This design comes from an exercise in tuning for small area, a short achievable clock period and few clock cycles on the open sky130 flow, not from production work.
The RTL was checked by simulation tests, not by an equivalence proof against the original design.
Power figures rest on the tool's default switching activity, not on a simulated workload.

### config.mk
export PLATFORM = sky130hd
export DESIGN_NAME = mips_core
export DESIGN_NICKNAME = mips_core
export VERILOG_FILES = /design/flow/design.v
export SDC_FILE = /design/flow/constraint.sdc
export NUM_CORES = 4
export LEC_CHECK = 0
export CAP_MARGIN = 20
export CORE_MARGIN = 2
export CORE_UTILIZATION = 45
export PLACE_DENSITY = 0.6
export SLEW_MARGIN = 20
### constraint.sdc
create_clock -name core_clock -period 9.0 [get_ports {clk}]
set_input_delay 1.8000 -clock core_clock [delete_from_list [all_inputs] [get_ports {clk}]]
set_output_delay 1.8000 -clock core_clock [all_outputs]
set_load 0.01 [all_outputs]
### design.v
package mips_pkg;
    typedef logic [31:0] word_t;       
    typedef logic [4:0]  reg_addr_t;   
    typedef logic [2:0]  alu_op_t;     
    localparam logic [5:0] OPC_RTYPE = 6'h00;
    localparam logic [5:0] OPC_ADDI  = 6'h08;
    localparam logic [5:0] OPC_LW    = 6'h23;
    localparam logic [5:0] OPC_SW    = 6'h2b;
    localparam logic [5:0] OPC_BEQ   = 6'h04;
    localparam logic [5:0] OPC_BNE   = 6'h05;
    localparam logic [5:0] FUNCT_ADD = 6'h20;
    localparam logic [5:0] FUNCT_SUB = 6'h22;
    localparam logic [5:0] FUNCT_AND = 6'h24;
    localparam logic [5:0] FUNCT_OR  = 6'h25;
    localparam logic [5:0] FUNCT_SLT = 6'h2a;
    localparam alu_op_t ALU_ADD = 3'd0;
    localparam alu_op_t ALU_SUB = 3'd1;
    localparam alu_op_t ALU_AND = 3'd2;
    localparam alu_op_t ALU_OR  = 3'd3;
    localparam alu_op_t ALU_SLT = 3'd4;
    typedef struct packed {
        logic reg_dst;      
        logic alu_src;      
        logic mem_to_reg;   
        logic reg_write;
        logic mem_read;
        logic mem_write;
        logic branch_eq;
        logic branch_ne;
        logic alu_sel;      
    } ctrl_t;
    typedef struct packed {
        logic       valid;
        ctrl_t      ctrl;
        word_t      pc_plus_4;
        word_t      rs_data;
        word_t      rt_data;
        word_t      imm;         
        reg_addr_t  rs;
        reg_addr_t  rt;
        reg_addr_t  rd;
        logic [5:0] funct;
    } id_ex_t;
    typedef struct packed {
        logic      valid;
        logic      mem_to_reg;
        logic      reg_write;
        logic      mem_read;
        logic      mem_write;
        word_t     alu_result;   
        word_t     store_data;
        reg_addr_t dest;
    } ex_mem_t;
    typedef struct packed {
        logic      valid;
        logic      mem_to_reg;
        logic      reg_write;
        word_t     alu_result;
        word_t     load_data;
        reg_addr_t dest;
    } mem_wb_t;
endpackage
module register_file (
    input  logic      clk,
    input  logic      rst_n,
    input  mips_pkg::reg_addr_t rs,
    input  mips_pkg::reg_addr_t rt,
    input  logic      we,
    input  mips_pkg::reg_addr_t waddr,
    input  mips_pkg::word_t     wdata,
    output mips_pkg::word_t     rs_data,
    output mips_pkg::word_t     rt_data
);
    mips_pkg::word_t regs [32];
    logic  wr_live;   
    assign wr_live = we && (waddr != '0);
    always_ff @(posedge clk or negedge rst_n) begin
        if (!rst_n) begin
            for (int i = 0; i < 32; i++) begin
                regs[i] <= '0;
            end
        end else if (wr_live) begin
            regs[waddr] <= wdata;   
        end
    end
    assign rs_data = (wr_live && waddr == rs) ? wdata : regs[rs];
    assign rt_data = (wr_live && waddr == rt) ? wdata : regs[rt];
endmodule
module fetch_stage #(
    parameter mips_pkg::word_t RESET_PC = 32'h0000_0000
) (
    input  logic  clk,
    input  logic  rst_n,
    input  mips_pkg::word_t imem_data,        
    input  logic  load_use_stall,
    input  logic  mem_stall,
    input  logic  branch_taken,
    input  mips_pkg::word_t branch_target,
    output mips_pkg::word_t imem_addr,
    output mips_pkg::word_t if_pc_plus_4,
    output mips_pkg::word_t if_instr
);
    mips_pkg::word_t pc;
    mips_pkg::word_t pc_plus_4;
    assign imem_addr = pc;
    assign pc_plus_4 = pc + 32'd4;
    always_ff @(posedge clk or negedge rst_n) begin
        if (!rst_n) begin
            pc           <= RESET_PC;
            if_pc_plus_4 <= '0;
            if_instr     <= '0;              
        end else if (mem_stall) begin
        end else if (branch_taken) begin
            pc           <= branch_target;   
            if_pc_plus_4 <= '0;
            if_instr     <= '0;              
        end else if (!load_use_stall) begin
            pc           <= pc_plus_4;
            if_pc_plus_4 <= pc_plus_4;
            if_instr     <= imem_data;
        end
    end
endmodule
module decode_stage (
    input  logic      clk,
    input  logic      rst_n,
    input  mips_pkg::word_t     if_pc_plus_4,
    input  mips_pkg::word_t     if_instr,
    input  logic      mem_stall,
    input  logic      branch_taken,
    input  logic      wb_we,        
    input  mips_pkg::reg_addr_t wb_addr,
    input  mips_pkg::word_t     wb_data,
    output mips_pkg::id_ex_t    id_ex,
    output logic      load_use_stall
);
    logic [5:0] opcode;
    logic [5:0] funct;
    mips_pkg::reg_addr_t  rs;
    mips_pkg::reg_addr_t  rt;
    mips_pkg::reg_addr_t  rd;
    mips_pkg::word_t      imm;
    mips_pkg::word_t      rs_data;
    mips_pkg::word_t      rt_data;
    mips_pkg::ctrl_t      ctrl;
    logic       legal;     
    logic       uses_rt;   
    assign opcode = if_instr[31:26];
    assign rs     = if_instr[25:21];
    assign rt     = if_instr[20:16];
    assign rd     = if_instr[15:11];
    assign funct  = if_instr[5:0];
    assign imm    = {{16{if_instr[15]}}, if_instr[15:0]};
    register_file u_register_file (
        .clk     (clk),
        .rst_n   (rst_n),
        .rs      (rs),
        .rt      (rt),
        .we      (wb_we),
        .waddr   (wb_addr),
        .wdata   (wb_data),
        .rs_data (rs_data),
        .rt_data (rt_data)
    );
    always_comb begin
        ctrl  = '0;
        legal = 1'b1;
        case (opcode)
            mips_pkg::OPC_RTYPE: begin
                if (funct == mips_pkg::FUNCT_ADD || funct == mips_pkg::FUNCT_SUB || funct == mips_pkg::FUNCT_AND
                    || funct == mips_pkg::FUNCT_OR || funct == mips_pkg::FUNCT_SLT) begin
                    ctrl.reg_dst   = 1'b1;
                    ctrl.reg_write = 1'b1;
                    ctrl.alu_sel   = 1'b1;
                end else begin
                    legal = 1'b0;   
                end
            end
            mips_pkg::OPC_ADDI: begin
                ctrl.alu_src   = 1'b1;
                ctrl.reg_write = 1'b1;
            end
            mips_pkg::OPC_LW: begin
                ctrl.alu_src    = 1'b1;
                ctrl.mem_to_reg = 1'b1;
                ctrl.reg_write  = 1'b1;
                ctrl.mem_read   = 1'b1;
            end
            mips_pkg::OPC_SW: begin
                ctrl.alu_src   = 1'b1;
                ctrl.mem_write = 1'b1;
            end
            mips_pkg::OPC_BEQ: ctrl.branch_eq = 1'b1;   
            mips_pkg::OPC_BNE: ctrl.branch_ne = 1'b1;
            default: legal = 1'b0;
        endcase
    end
    assign uses_rt = !ctrl.alu_src || ctrl.mem_write;
    assign load_use_stall = legal && id_ex.valid && id_ex.ctrl.mem_read && (id_ex.rt != '0)
                          && ((id_ex.rt == rs) || (uses_rt && id_ex.rt == rt));
    always_ff @(posedge clk or negedge rst_n) begin
        if (!rst_n) begin
            id_ex <= '0;
        end else if (!mem_stall) begin
            if (load_use_stall || branch_taken) begin
                id_ex <= '0;   
            end else begin
                id_ex.valid     <= legal;
                id_ex.ctrl      <= ctrl;
                id_ex.pc_plus_4 <= if_pc_plus_4;
                id_ex.rs_data   <= rs_data;
                id_ex.rt_data   <= rt_data;
                id_ex.imm       <= imm;
                id_ex.rs        <= rs;
                id_ex.rt        <= rt;
                id_ex.rd        <= rd;
                id_ex.funct     <= funct;
            end
        end
    end
endmodule
module execute_stage (
    input  logic      clk,
    input  logic      rst_n,
    input  mips_pkg::id_ex_t    id_ex,
    input  logic      mem_stall,
    input  logic      wb_we,           
    input  mips_pkg::reg_addr_t wb_addr,
    input  mips_pkg::word_t     wb_data,
    output mips_pkg::ex_mem_t   ex_mem,
    output logic      branch_taken,
    output mips_pkg::word_t     branch_target
);
    mips_pkg::word_t     op_a;
    mips_pkg::word_t     rt_fwd;     
    mips_pkg::word_t     op_b;
    mips_pkg::alu_op_t   alu_op;
    mips_pkg::word_t     alu_y;
    logic      zero;
    mips_pkg::reg_addr_t dest;
    logic      is_branch;
    always_comb begin
        if (id_ex.rs == '0)
            op_a = id_ex.rs_data;
        else if (ex_mem.valid && ex_mem.reg_write && !ex_mem.mem_to_reg && ex_mem.dest == id_ex.rs)
            op_a = ex_mem.alu_result;
        else if (wb_we && wb_addr == id_ex.rs)
            op_a = wb_data;
        else
            op_a = id_ex.rs_data;
    end
    always_comb begin
        if (id_ex.rt == '0)
            rt_fwd = id_ex.rt_data;
        else if (ex_mem.valid && ex_mem.reg_write && !ex_mem.mem_to_reg && ex_mem.dest == id_ex.rt)
            rt_fwd = ex_mem.alu_result;
        else if (wb_we && wb_addr == id_ex.rt)
            rt_fwd = wb_data;
        else
            rt_fwd = id_ex.rt_data;
    end
    always_comb begin
        op_b   = id_ex.ctrl.alu_src ? id_ex.imm : rt_fwd;
    end
    assign is_branch = id_ex.ctrl.branch_eq || id_ex.ctrl.branch_ne;
    always_comb begin
        alu_op = mips_pkg::ALU_ADD;                 
        if (is_branch) begin
            alu_op = mips_pkg::ALU_SUB;             
        end else if (id_ex.ctrl.alu_sel) begin
            case (id_ex.funct)
                mips_pkg::FUNCT_SUB: alu_op = mips_pkg::ALU_SUB;
                mips_pkg::FUNCT_AND: alu_op = mips_pkg::ALU_AND;
                mips_pkg::FUNCT_OR:  alu_op = mips_pkg::ALU_OR;
                mips_pkg::FUNCT_SLT: alu_op = mips_pkg::ALU_SLT;
                default:   alu_op = mips_pkg::ALU_ADD;
            endcase
        end
    end
    always_comb begin
        case (alu_op)
            mips_pkg::ALU_SUB: alu_y = op_a - op_b;
            mips_pkg::ALU_AND: alu_y = op_a & op_b;
            mips_pkg::ALU_OR:  alu_y = op_a | op_b;
            mips_pkg::ALU_SLT: alu_y = {31'd0, $signed(op_a) < $signed(op_b)};
            default: alu_y = op_a + op_b;
        endcase
    end
    assign zero = (alu_y == '0);
    assign dest = id_ex.ctrl.reg_dst ? id_ex.rd : id_ex.rt;
    assign branch_taken  = id_ex.valid && ((id_ex.ctrl.branch_eq && zero)
                                       || (id_ex.ctrl.branch_ne && !zero));
    assign branch_target = id_ex.pc_plus_4 + {id_ex.imm[29:0], 2'b00};
    always_ff @(posedge clk or negedge rst_n) begin
        if (!rst_n) begin
            ex_mem <= '0;
        end else if (!mem_stall) begin
            ex_mem.valid      <= id_ex.valid;
            ex_mem.mem_to_reg <= id_ex.ctrl.mem_to_reg;
            ex_mem.reg_write  <= id_ex.ctrl.reg_write;
            ex_mem.mem_read   <= id_ex.ctrl.mem_read;
            ex_mem.mem_write  <= id_ex.ctrl.mem_write;
            ex_mem.alu_result <= alu_y;
            ex_mem.store_data <= rt_fwd;
            ex_mem.dest       <= dest;
        end
    end
endmodule
module memory_stage (
    input  logic    clk,
    input  logic    rst_n,
    input  mips_pkg::ex_mem_t ex_mem,
    input  mips_pkg::word_t   wb_dat_r,
    input  logic    wb_ack,
    output logic    wb_cyc,
    output logic    wb_stb,
    output logic    wb_we,
    output mips_pkg::word_t   wb_adr,
    output mips_pkg::word_t   wb_dat_w,
    output mips_pkg::mem_wb_t mem_wb,
    output logic    mem_stall
);
    logic  req;      
    logic  done;     
    mips_pkg::word_t load_q;   
    assign req = ex_mem.valid && (ex_mem.mem_read || ex_mem.mem_write);
    assign wb_cyc    = req && !done;
    assign wb_stb    = wb_cyc;
    assign wb_we     = ex_mem.mem_write;
    assign wb_adr    = ex_mem.alu_result;
    assign wb_dat_w  = ex_mem.store_data;
    assign mem_stall = req && !done;   
    always_ff @(posedge clk or negedge rst_n) begin
        if (!rst_n)
            done <= 1'b0;
        else if (wb_cyc && wb_ack)
            done <= 1'b1;
        else if (!mem_stall)
            done <= 1'b0;   
    end
    always_ff @(posedge clk) begin
        if (wb_cyc && wb_ack)
            load_q <= wb_dat_r;
    end
    always_ff @(posedge clk or negedge rst_n) begin
        if (!rst_n) begin
            mem_wb <= '0;
        end else if (!mem_stall) begin
            mem_wb.valid      <= ex_mem.valid;
            mem_wb.mem_to_reg <= ex_mem.mem_to_reg;
            mem_wb.reg_write  <= ex_mem.reg_write;
            mem_wb.alu_result <= ex_mem.alu_result;
            mem_wb.load_data  <= load_q;
            mem_wb.dest       <= ex_mem.dest;
        end
    end
endmodule
module mips_core #(
    parameter mips_pkg::word_t RESET_PC = 32'h0000_0000
) (
    input  logic      clk,
    input  logic      rst_n,
    output mips_pkg::word_t     imem_addr,
    input  mips_pkg::word_t     imem_data,
    output logic      wb_cyc,
    output logic      wb_stb,
    output logic      wb_we,
    output mips_pkg::word_t     wb_adr,
    output mips_pkg::word_t     wb_dat_w,
    input  mips_pkg::word_t     wb_dat_r,
    input  logic      wb_ack,
    output logic      rf_we,
    output mips_pkg::reg_addr_t rf_waddr,
    output mips_pkg::word_t     rf_wdata
);
    mips_pkg::word_t   if_pc_plus_4;
    mips_pkg::word_t   if_instr;
    mips_pkg::id_ex_t  id_ex;
    mips_pkg::ex_mem_t ex_mem;
    mips_pkg::mem_wb_t mem_wb;
    logic    load_use_stall;
    logic    mem_stall;
    logic    branch_taken;
    mips_pkg::word_t   branch_target;
    mips_pkg::word_t   wb_result;
    assign wb_result = mem_wb.mem_to_reg ? mem_wb.load_data : mem_wb.alu_result;
    assign rf_we     = mem_wb.valid && mem_wb.reg_write && !mem_stall   
                     && (mem_wb.dest != '0);
    assign rf_waddr  = mem_wb.dest;
    assign rf_wdata  = wb_result;
    fetch_stage #(.RESET_PC(RESET_PC)) u_fetch (
        .clk (clk), .rst_n (rst_n),
        .imem_data (imem_data), .load_use_stall (load_use_stall),
        .mem_stall (mem_stall), .branch_taken (branch_taken),
        .branch_target (branch_target), .imem_addr (imem_addr),
        .if_pc_plus_4 (if_pc_plus_4), .if_instr (if_instr)
    );
    decode_stage u_decode (
        .clk (clk), .rst_n (rst_n),
        .if_pc_plus_4 (if_pc_plus_4), .if_instr (if_instr),
        .mem_stall (mem_stall), .branch_taken (branch_taken),
        .wb_we (rf_we), .wb_addr (rf_waddr), .wb_data (wb_result),
        .id_ex (id_ex), .load_use_stall (load_use_stall)
    );
    execute_stage u_execute (
        .clk (clk), .rst_n (rst_n),
        .id_ex (id_ex), .mem_stall (mem_stall),
        .wb_we (rf_we), .wb_addr (rf_waddr), .wb_data (wb_result),
        .ex_mem (ex_mem), .branch_taken (branch_taken), .branch_target (branch_target)
    );
    memory_stage u_memory (
        .clk (clk), .rst_n (rst_n),
        .ex_mem (ex_mem), .wb_dat_r (wb_dat_r), .wb_ack (wb_ack),
        .wb_cyc (wb_cyc), .wb_stb (wb_stb), .wb_we (wb_we),
        .wb_adr (wb_adr), .wb_dat_w (wb_dat_w),
        .mem_wb (mem_wb), .mem_stall (mem_stall)
    );
endmodule
### run.sh
#!/bin/bash
# synth_recipe.tcl (not shown) runs the flow's synth.tcl, then flattens the netlist and writes it again
# the make line also repeats each setting of config.mk as NAME=value (left out here)
make -C /OpenROAD-flow-scripts/flow DESIGN_CONFIG=/design/flow/config.mk WORK_HOME=/design/flow/orfs CLKGATE_MAP_FILE= SYNTH_SCRIPT=/design/flow/synth_recipe.tcl finish
==> flow_summary.toml <==
[outcome]
status = "complete, no violations"

[detailed_routing]
drt_first_iter_violations = 13400
via_per_inst = 7.03
totalWireLength_um = 372000
route.detailed.drc = 0
ant_nets = 0
drtPass1Iterations = 9
wire_per_inst_um = 36.8
num_vias = 71000

[timing]
finalMaxSlewViolations = 0
relSlewSlack_pct = 4.56
finalCritPeriodShare_pct = 94.9
final_hold_viol_count = 0
worst_pin_slew_ns = 1.43
whs_ns = 0.408
fin_tns_setup_ns = 0
fin_crit_ns = 8.54
final-setup-viol-count = 0
max_freq_mhz = 117
rsz0062_at_grt = "false"
skew_ns = 0.0788

[global_routing]
track_usage_pct = 43.5
grt_pass1_vias = 65800
grt_max_degree = 179
grt_overflow_total = 0
grt_pass1_wl_um = 515000
antenna_found_initial = 25

[final_layout]
fin_nets = 7981
final_area_mm2 = 0.0834
n_fill_cell = 14800
layout_commonest_cell = "dfrtp_1"
area_delta_synth_final_pct = 13.9
multi_input_area_mm2 = 0.0345
final_cell_mix = "dfrtp_1, nand2_1, nor2_1"
drive_above_1_share_pct = 8.62
regArea_mm2 = 0.0359

[worst_hold_path]
hold_depth = 0
hold_path_end = "u_decode.u_register_file.regs[0][17]$_DFFE_PN0P_"
min_from = "u_decode.u_register_file.regs[0][17]$_DFFE_PN0P_"
min_path_type = "register to register"

[floorplanning]
core_region_area_mm2 = 0.161
start_util_pct = 45.5
fp-row-count = 147
dieArea_mm2 = 0.166
die_x_um = 407
die_h_um = 407
ios = 204

[yosys]
yosys_most_used_dff = "dfrtp_1"
ys_seq_area_share_pct = 49.1
yosys_warnings = 6
avgSynthCellArea_um2 = 9.15
synth_cells = 7999
netlist_area_mm2 = 0.0732
synthDistinctLibCells = 86
synth_nets = 8195
ys_async_sr_fraction_pct = 97.8
synth_seq_cells = 1428
synth_edf_count = 32

[critical_path]
timing.rr.end = "u_decode.id_ex[154]$_DFFE_PN0N_"
start_kind = "register"
critPathArrivalTime_ns = 9.24
regToRegSetupSlack_ns = 0.46
required_ns = 9.69
worst-setup-path-type = "register to register"
cp_max_fo = 21
endpoint_kind = "register"
r2r_start = "u_memory.mem_wb[4]$_DFFE_PN0N_"
worstRegToRegCells = 25

[clock_tree]
clk_pin_slew_worst_paths_ns = 0.06
htreeDepth = 4
cts_setup_buffers = 0
cts-root-buf = "clkbuf_16"
cts_made_buffers = 161
cts_hold_buf = 0
cts_num_sinks = 1428
clk_path_buf_depth = 3
tritoncts = "done"
cts_resized = 0
clock_latency_ns = 0.89

[placed_design]
place_hpwl_um = 222000
port_buffers = 203
placed_area_mm2 = 0.0776
place.gp.congestion = 1.01

[pwr]
ir_drop_mv = 0.180
power_leakage_nw = 36.7
p_per_area_mw_per_mm2 = 185

[flow_run]
maxCapViolCount = 0
-- cell type report --
cell class	count	share of cell area (%)
sequential	1428	43.1
multi-input combinational	5601	41.4
clock buffer	226	5.61
timing repair buffer	428	4.73
tap	2160	3.24
clock inverter	71	1.19
inverter	165	0.752
antenna	16	0.0480
-- metrics by stage --
step | cells | setup WS (ns) | power (W) | util (%)
finish | 10100 | 0.458 | 0.0154 | 51.8
global route | 10100 | 0.114 | 0.0158 | 51.8
CTS | 10100 | 0.615 | 0.0154 | 51.7
detailed placement | 9779 | 0.676 | 0.00837 | 48.2
global placement | 9779 | 0.695 | 0.00836 | 48.2
floorplan | 7999 | 1.85 | 0.00757 | -
-- state kept, by name (all words and copies together) (netlist names) --
name / cells
u_decode.u_register_file.regs: 1024
u_fetch.pc: 32
u_execute.ex_mem: 73
u_memory.mem_wb: 72
u_fetch.if_instr: 32
u_fetch.if_pc_plus_4: 32
u_memory.done: 1
u_memory.load_q: 32
u_decode.id_ex: 130
-- logic make-up (layout without fill, tap and decap cells) --
kind of cell | Yosys count | in the layout | synth area share, %
AO/OA/AOI/OAI | 2972 | 2972 | 27.3
XOR/XNOR | 110 | 110 | 1.32
adder cells (fa/ha/maj) | 129 | 129 | 2.24
buffers and inverters | 970 | 890 | 5.52
flip-flops | 1428 | 1428 | 49.1
multiplexers | 89 | 89 | 1.24
other | 0 | 16 | 0
AND/OR/NAND/NOR | 2301 | 2301 | 13.4
-- how the worst max path moves through the flow --
stage | depth (start not counted) | end | slack, ns | start
5_1_grt | 26 | u_decode.id_ex[156]$_DFFE_PN0N_ | 0.11 | u_memory.mem_wb[4]$_DFFE_PN0N_
2_1_floorplan | 27 | u_fetch.if_pc_plus_4[16]$_DFFE_PN0P_ | 1.85 | u_memory.mem_wb[0]$_DFFE_PN0N_
6_report | 25 | u_decode.id_ex[154]$_DFFE_PN0N_ | 0.46 | u_memory.mem_wb[4]$_DFFE_PN0N_
3_3_place_gp | 25 | u_fetch.pc[16]$_DFFE_PN0P_ | 0.70 | u_execute.ex_mem[72]$_DFFE_PN0N_
3_5_place_dp | 24 | u_decode.id_ex[154]$_DFFE_PN0N_ | 0.68 | u_memory.mem_wb[4]$_DFFE_PN0N_
4_1_cts | 25 | u_decode.id_ex[154]$_DFFE_PN0N_ | 0.61 | u_memory.mem_wb[0]$_DFFE_PN0N_
-- critical path, cell delays in order (launching register included) --
cell and delay (ns):
dfrtp_1 0.62, or4_1 0.21, nand4_1 0.11, buf_4 0.18, nor4_1 0.79, inv_1 0.13
a21boi_2 0.21, buf_4 0.31, o21ai_0 0.24, o21a_1 0.28, ha_1 0.47, nor3_1 0.43
nand2_1 0.29, o221ai_1 0.47, a31oi_1 0.16, o21ai_0 0.59, a41oi_1 0.24, xnor2_1 0.17
a221oi_1 0.42, o211ai_1 0.22, nor4_4 0.48, buf_4 0.24, mux2_2 0.35, buf_4 0.21
nand2_1 0.37, o21ai_0 0.17
-- synthesized netlist by cell type (26+ instances only) --
cell type  count  area (um2)
o22ai_1       52         325
a22o_1       466        4080
buf_1         31         116
o21ai_0      598        2990
a221oi_1     337        2950
mux2i_1       77         771
nor2_1       918        3450
nand2_1      877        3290
buf_4         78         586
inv_1        162         608
clkbuf_1     662        2480
edfxtp_1      32         961
xor2_1        36         315
nor3_1        46         230
nand3_1      140         701
o32ai_1       38         333
a21oi_1      828        4140
a211oi_1      35         263
dfrtp_1     1396       34900
nand2b_1      26         163
nor2b_1       32         200
a31oi_1       32         200
o21a_1        44         330
a22oi_1      332        2490
nand4_1      134         838
o32a_1        30         300
xnor2_1       74         648
ha_1         126        1580
-- power breakdown --
group          internal, W  switching [W]
clock              0.00414        0.00297
combinational     0.000501        0.00104
sequential         0.00658       0.000192
-- layer usage --
metal | GRT usage [%] | wire length (um)
met5 | 0.402 | 324
met4 | 27.8 | 29100
met3 | 16.4 | 50600
met2 | 60.0 | 151000
met1 | 56.9 | 141000
Testbench counts, summed over its fixed seeds: cycles 7,811.

what the ideal ports hide:
How much do the figures lean on ideal ports? The routed layout below was timed once more, with nothing changed but the port constraints. Step 1: set_driving_cell puts a clkbuf_16 on clk and a buf_2 on each other input, an assumption about the parent block. Step 2 adds t to the input delays and takes it off the output delays; t is the mean of the earliest and latest rising clock arrival at the registers after step 1. Input paths then give back, and output paths get back, about the clock's delay inside the block. Three values: ideal ports, drivers, drivers and shift; two values: the first two.
shift t [ns]: 0.942
slack for setup (ns): 0.458 / 0.458 / 0.458
worst hold slack (ns): 0.408 / 0.408 / 0.408
latest minus earliest clock arrival (ns): 0.084 / 0.083
cell pins on the clock port's net: 1
After both steps this run still meets setup and hold. For this run, drivers alone change the setup slack by 0.000 ns; drivers and shift together by 0.000 ns.
